Background: an optimization exercise with open tools, aiming at small area, a short achievable clock period and few clock cycles per item. Do not read the settings as production practice.
Function was not checked in any run shown here: the RTL went through the layout flow alone.

==> flow/design.v (outline; a module is shown in full before it is edited, if it fits) <==
// module interval_running_statistics: 3022 lines
module interval_running_statistics
#(
    parameter int COUNT_BITS = irs_pkg::COUNT_BITS_DEF,
    parameter int HIST_BINS  = irs_pkg::HIST_BINS_DEF
)
(
    input  logic                  clk,
    input  logic                  rst_n,
    input  logic                  in_valid,
    output logic                  in_ready,
    input  logic [irs_pkg::IN_W-1:0]       interval,
    output logic                  out_valid,
    input  logic                  out_ready,
    output logic [1:0]            status,
    output logic [COUNT_BITS-1:0] sample_count,
    output logic [irs_pkg::IN_W-1:0]       least,
    output logic [irs_pkg::IN_W-1:0]       greatest,
    output logic [irs_pkg::IN_W-1:0]       mean,
    output logic [irs_pkg::DEV_W-1:0]      deviation,
    output logic [3:0]            mode_bin,
    output logic                  mode_valid
);
  // ...
==> flow/run.sh <==
#!/bin/bash
# synth_recipe.tcl (not shown) runs the flow's synth.tcl, then flattens the netlist and writes it again
# the make line also repeats each setting of config.mk as NAME=value (left out here)
make -C /OpenROAD-flow-scripts/flow DESIGN_CONFIG=/design/flow/config.mk WORK_HOME=/design/flow/orfs CLKGATE_MAP_FILE= SYNTH_SCRIPT=/design/flow/synth_recipe.tcl finish
==> flow/config.mk <==
export PLATFORM = sky130hd
export DESIGN_NAME = interval_running_statistics
export DESIGN_NICKNAME = interval_running_statistics
export VERILOG_FILES = /design/flow/design.v
export SDC_FILE = /design/flow/constraint.sdc
export NUM_CORES = 4
export LEC_CHECK = 0
export CAP_MARGIN = 20
export CORE_MARGIN = 2
export CORE_UTILIZATION = 40
export SLEW_MARGIN = 20
==> flow/constraint.sdc <==
create_clock -name core_clock -period 7.5 [get_ports {clk}]
set_input_delay 1.5000 -clock core_clock [delete_from_list [all_inputs] [get_ports {clk}]]
set_output_delay 1.5000 -clock core_clock [all_outputs]
set_load 0.01 [all_outputs]
==> out/qor.txt, run 1 <==
Max-slew headroom = 20.8%
Die height = 745 um
Crit path to = s_acc[34]$_DFFE_PN0P_
Worst min-delay path endpoint = d5_x[15]$_DFF_P_
Clock root buffer = clkbuf_16
Initial antenna violation count = 23
Status = finished clean
Simple-Gate Fraction of Synth Area = 11.4%
Row count = 272
Startpoint types = flop
Non-clock buffer count = 278
Top FF cell, synth = dfxtp_1
RSZ-0062 raised after global routing = no
Most common cell after layout, fill and taps aside = dfxtp_1
GP Congestion = 0.886
Via total after detailed routing = 146,968
Setup WS pre-CTS = 2.59 ns
Post-detail-place hpwl = 386 mm
Register area = 104,000 um^2
CTS tree = built
Max-cap violation count = 0
Routed len/inst = 17.0 um
Critical-path cell with the highest stage delay = nor3_1
Post-CTS Setup Inserts = 0
Seq/Total Area, Yosys = 47.4%
Total clock sinks = 5,081
==> run 2: changes to the inputs <==
--- a/flow/design.v
+++ b/flow/design.v
@@ -604,27 +604,33 @@
     end
     logic sn_v;
     logic [22:0] sn_x;
     logic [0:0] sn_u;
     logic [0:0] sn_h;
     logic [0:0] sn_a;
     logic [0:0] sn_rg;
     logic [57:0] sn_sq;
+    logic [34:0] sn_xs;
+    logic [11:0] sn_dn;
+    logic [13:0] sn_dn3;
     logic [45:0] sq_sum;
     assign sq_sum = sm_ss + sm_sc;
     always_ff @(posedge clk or negedge rst_n)
         if (!rst_n) sn_v <= 1'b0; else sn_v <= sm_v;
     always_ff @(posedge clk) begin
         sn_x <= sm_x;
         sn_u <= sm_u;
         sn_h <= sm_h;
         sn_a <= sm_a;
         sn_rg <= sm_rg;
         sn_sq <= {12'd0, sq_sum} ^ {58{sm_u}};
+        sn_xs <= sm_u ? (35'd0 - {12'd0, sm_x}) : {12'd0, sm_x};
+        sn_dn <= sm_u ? 12'hfff : 12'h001;
+        sn_dn3 <= sm_u ? 14'h3ffd : 14'h0003;
     end
     logic sa_v;
     logic [22:0] sa_x;
     logic [0:0] sa_u;
     logic [0:0] sa_h;
     logic [0:0] sa_a;
     logic [11:0] n_acc;
     logic [13:0] n3_acc;
@@ -634,19 +640,19 @@
     assign a_new = sn_u ? sn_a : (!sn_rg && (n_acc != 12'hfff));
     assign a_upd = sn_v && a_new;
     always_ff @(posedge clk or negedge rst_n)
         if (!rst_n) begin
             sa_v <= 1'b0; n_acc <= '0; n3_acc <= '0; s_acc <= '0; q_acc <= '0;
         end else begin
             sa_v <= sn_v;
             if (a_upd) begin
-                n_acc  <= sn_u ? n_acc - 12'd1 : n_acc + 12'd1;
-                n3_acc <= sn_u ? n3_acc - 14'd3 : n3_acc + 14'd3;
-                s_acc  <= sn_u ? s_acc - {12'd0, sn_x} : s_acc + {12'd0, sn_x};
+                n_acc  <= n_acc + sn_dn;
+                n3_acc <= n3_acc + sn_dn3;
+                s_acc  <= s_acc + sn_xs;
                 q_acc  <= q_acc + sn_sq + {57'd0, sn_u};
             end
         end
     always_ff @(posedge clk) begin
         sa_x <= sn_x; sa_u <= sn_u; sa_h <= sn_h; sa_a <= a_new;
     end
     logic d0_v;
     logic [22:0] d0_x;
--- a/flow/config.mk
+++ b/flow/config.mk
@@ -3,9 +3,10 @@
 export DESIGN_NICKNAME = interval_running_statistics
 export VERILOG_FILES = /design/flow/design.v
 export SDC_FILE = /design/flow/constraint.sdc
 export NUM_CORES = 4
 export LEC_CHECK = 0
 export CAP_MARGIN = 20
 export CORE_MARGIN = 2
 export CORE_UTILIZATION = 40
+export SETUP_SLACK_MARGIN = 3.8
 export SLEW_MARGIN = 20
==> out/qor.txt, run 2 <==
Port Buffers = 138
Startpoint types = flop
Post-synth cell types = 103
Reg clk slew, reported paths = 0.07 ns
Clock Latency Late Sink = 1.06 ns
Async set or reset register ratio after synthesis = 6.99%
Area of the multi-input gates = 107,000 um^2
Max-slew headroom = 30.7% (+9.8 points)
Iter 0 DRT Violations = 8,355
Max FO, Critical Path = 3
I/O Pins = 139
Synthesized flop and latch total = 5,105
Hold Fails Final Rpt = 0
Seq/Total Area, Yosys = 47.8% (+0.38 points)
Total clock sinks = 5,105 (+0.47%)
Post-synth top area share = 42.7%
Number of global-route vias before repair = 145,016
Worst-margin pin slew = 1.01 ns
Max-cap violation count = 0 (unchanged)
Total die area = 554,000 um^2
ANT nets after route = 0
Hold crit path type = flop to flop
Minimum clock period = 3.71 ns
Fmax = 269 MHz
Vias/cell = 5.00
Area after DPL = 229,000 um^2
Row count = 271 (-0.37%)
Path type of the worst setup path = flop to flop
Setup violators final = 0
Fraction of layout cells with a size suffix above 1 = 8.37%
Worst Clk Skew = 0.0701 ns
CTS tree = built
Crit. End Element = flop
Overall Global Routing Usage = 17.8%
Synthesized net count = 23,788
Dominant cells by area after synthesis = dfxtp_1 (43%), ha_1 (12%), fa_1 (4.6%), dfrtp_1 (4.1%), xnor2_1 (3.5%)
CTS H-Tree Depth = 6
Post-Route Setup TNS = 0 ns
WHS Path Cells = 0
Max reg flops = 120
Status = finished clean
Max clock buf depth = 4
Fill cells = 50,572
Core Area = 545,000 um^2
Required time worst endpoint = 8.39 ns
Top FF cell, synth = dfxtp_1
Initial antenna violation count = 22 (-4.3%)
Cells after Synth = 21,221
Final WL = 507 mm
Worst R2R Path Depth = 18
Pre-Repair DR Iteration Count = 7
Area grow syn2layout = 14.3%
Avg Cell Area, Syn = 10.3 um^2
Starting density of the core = 40.2%
GP Congestion = 0.880 (-0.58%)
Most flop-heavy register = bins_r
Max Slew Vio Count = 0
Cell area after synthesis = 219,000 um^2
RSZ-0062 raised after global routing = yes
Routed len/inst = 17.3 um (+1.5%)
Leading area contributor after synthesis = dfxtp_1
Final period util = 49.5%
Die Wd = 744 um
First-pass GRT wire length = 798 mm
Via total after detailed routing = 146,864 (-0.071%)
NumNets Final = 24,225
Overflow after GRT = 0
Cell area after layout = 250,000 um^2
Post-synth EDFFs = 70
Clock root buffer = clkbuf_16
Register area = 105,000 um^2 (+0.59%)
TritonCTS buffer count = 528
DRC = 0
Largest net degree at the start of global routing = 163
Most frequent cells in the layout = dfxtp_1 (4,613), ha_1 (2,024), inv_1 (1,964)
Most frequent cell after synthesis = dfxtp_1
Hold buffer count at CTS = 0
Biggest regs = bins_r: 120 flops, q_acc: 58 flops, sn_sq: 46 flops
Crit path DAT = 4.60 ns
Synth warn = 2
Post-detail-place hpwl = 385 mm (-0.22%)
Die height = 744 um (-0.17%)
Synth top cells by count = dfxtp_1 (4,678), ha_1 (2,041), inv_1 (1,978)
Most common cell after layout, fill and taps aside = dfxtp_1
-- run 2: through the flow --
step           utilization (%)  hold slack (ns)  instances  setup slack, ns
5_1_grt                   45.9            0.282      29356             3.59
6_report                  45.9            0.282      29362             3.79
3_3_place_gp              41.9            0.310      28231             2.21
2_1_floorplan                -            0.310      21221             3.82
4_1_cts                   45.5            0.276      29249             3.76
3_5_place_dp              41.9            0.312      28232             2.12
-- run 2: logic make-up (layout without fill, tap and decap cells) --
kind of cell	Yosys count	count (layout)	synth area share, %
flip-flops	5105	5105	47.8
multiplexers	580	580	2.77
other	0	43	0
AO/OA/AOI/OAI	4669	4669	13.6
XOR/XNOR	1181	1181	4.72
adder cells (fa/ha/maj)	2540	2540	16.2
AND/OR/NAND/NOR	4718	4718	10.7
buffers and inverters	2428	3292	4.20
-- run 2: layout make-up --
| cell class | count | area share, % |
|---|---|---|
| clock buffers | 704 | 5.95 |
| flip-flops and latches | 5105 | 41.9 |
| repair buffers | 354 | 1.33 |
| well taps | 7234 | 3.62 |
| clock inverters | 253 | 1.32 |
| inverters | 1981 | 2.98 |
| multi-input cells | 13688 | 42.9 |
| diodes | 43 | 0.0430 |
-- run 2: routing by layer --
layer  wire length, um  vias to the layer above  GRT usage (%)
met3             19900                      789           2.20
met5                11                        -              0
met2            234000                     2538           29.7
li1                  -                    73668              -
met4             15200                        2           5.40
met1            238000                    69867           24.0
-- run 2: what timing repair did --
| item | CTS | global route |
|---|---|---|
| buffers inserted | 57 | 66 |
| setup endpoints to repair | 540 | 470 |
| gates resized for setup | 298 | 402 |
| gates cloned | 3 | 4 |
| pin swaps | 37 | 95 |
-- run 2: worst max-delay path: stages (launching register included) --
cell	delay (ns)
dfxtp_2	0.34
ha_4	0.26
fa_2	0.43
inv_2	0.08
ha_4	0.16
inv_4	0.04
fa_2	0.38
nor2b_1	0.11
o21a_1	0.15
o21ai_2	0.07
a21oi_2	0.23
a41oi_4	0.22
o21ai_1	0.20
buf_4	0.19
a21oi_4	0.08
o211ai_1	0.26
a31o_2	0.21
a21oi_2	0.05
xnor2_1	0.12
-- run 2: worst paths after layout --
kind | slack, ns | endpoint | startpoint
setup / recovery | 3.79 | sb_rd[42]$_DFF_P_ | d22_m[1]$_DFF_P_
setup reg to reg | 3.79 | sb_rd[42]$_DFF_P_ | d22_m[1]$_DFF_P_
max in group asynchronous | 5.63 | best_r[8]$_DFFE_PN0P_ | rst_n
min in group asynchronous | 0.45 | s_acc[27]$_DFFE_PN0P_ | rst_n
hold reg to reg | 0.28 | d2_x[18]$_DFF_P_ | d1_x[18]$_DFF_P_
hold / removal | 0.28 | d2_x[18]$_DFF_P_ | d1_x[18]$_DFF_P_

-- afterwards: timing with drivers on the ports --
How much do the figures lean on ideal ports? The routed layouts below were timed once more, with nothing changed but the port constraints.
Step 1: set_driving_cell puts a clkbuf_16 on clk and a buf_2 on each other input, an assumption about the parent block.
Step 2 moves the port delays by t, midway between the first and last clock arrival at a register: inputs arrive t later, outputs are due t later. That takes back most of the time a late clock gives input paths.
Slacks: no drivers / after step 1 / after step 2; pairs: no drivers / after step 1.
| run | shift t [ns] | slack for setup (ns) | worst setup path after step 2 |
|---|---|---|---|
| run 1 | 1.132 | 2.552 / 2.552 / 2.552 | register to register |
| run 2 | 1.137 | 3.786 / 3.752 / 3.169 | input to register |
After both steps setup and hold are still met in every run listed. The setup slack of run 2, which loses most, moves by -0.034 ns with the drivers and by -0.617 ns with both steps.
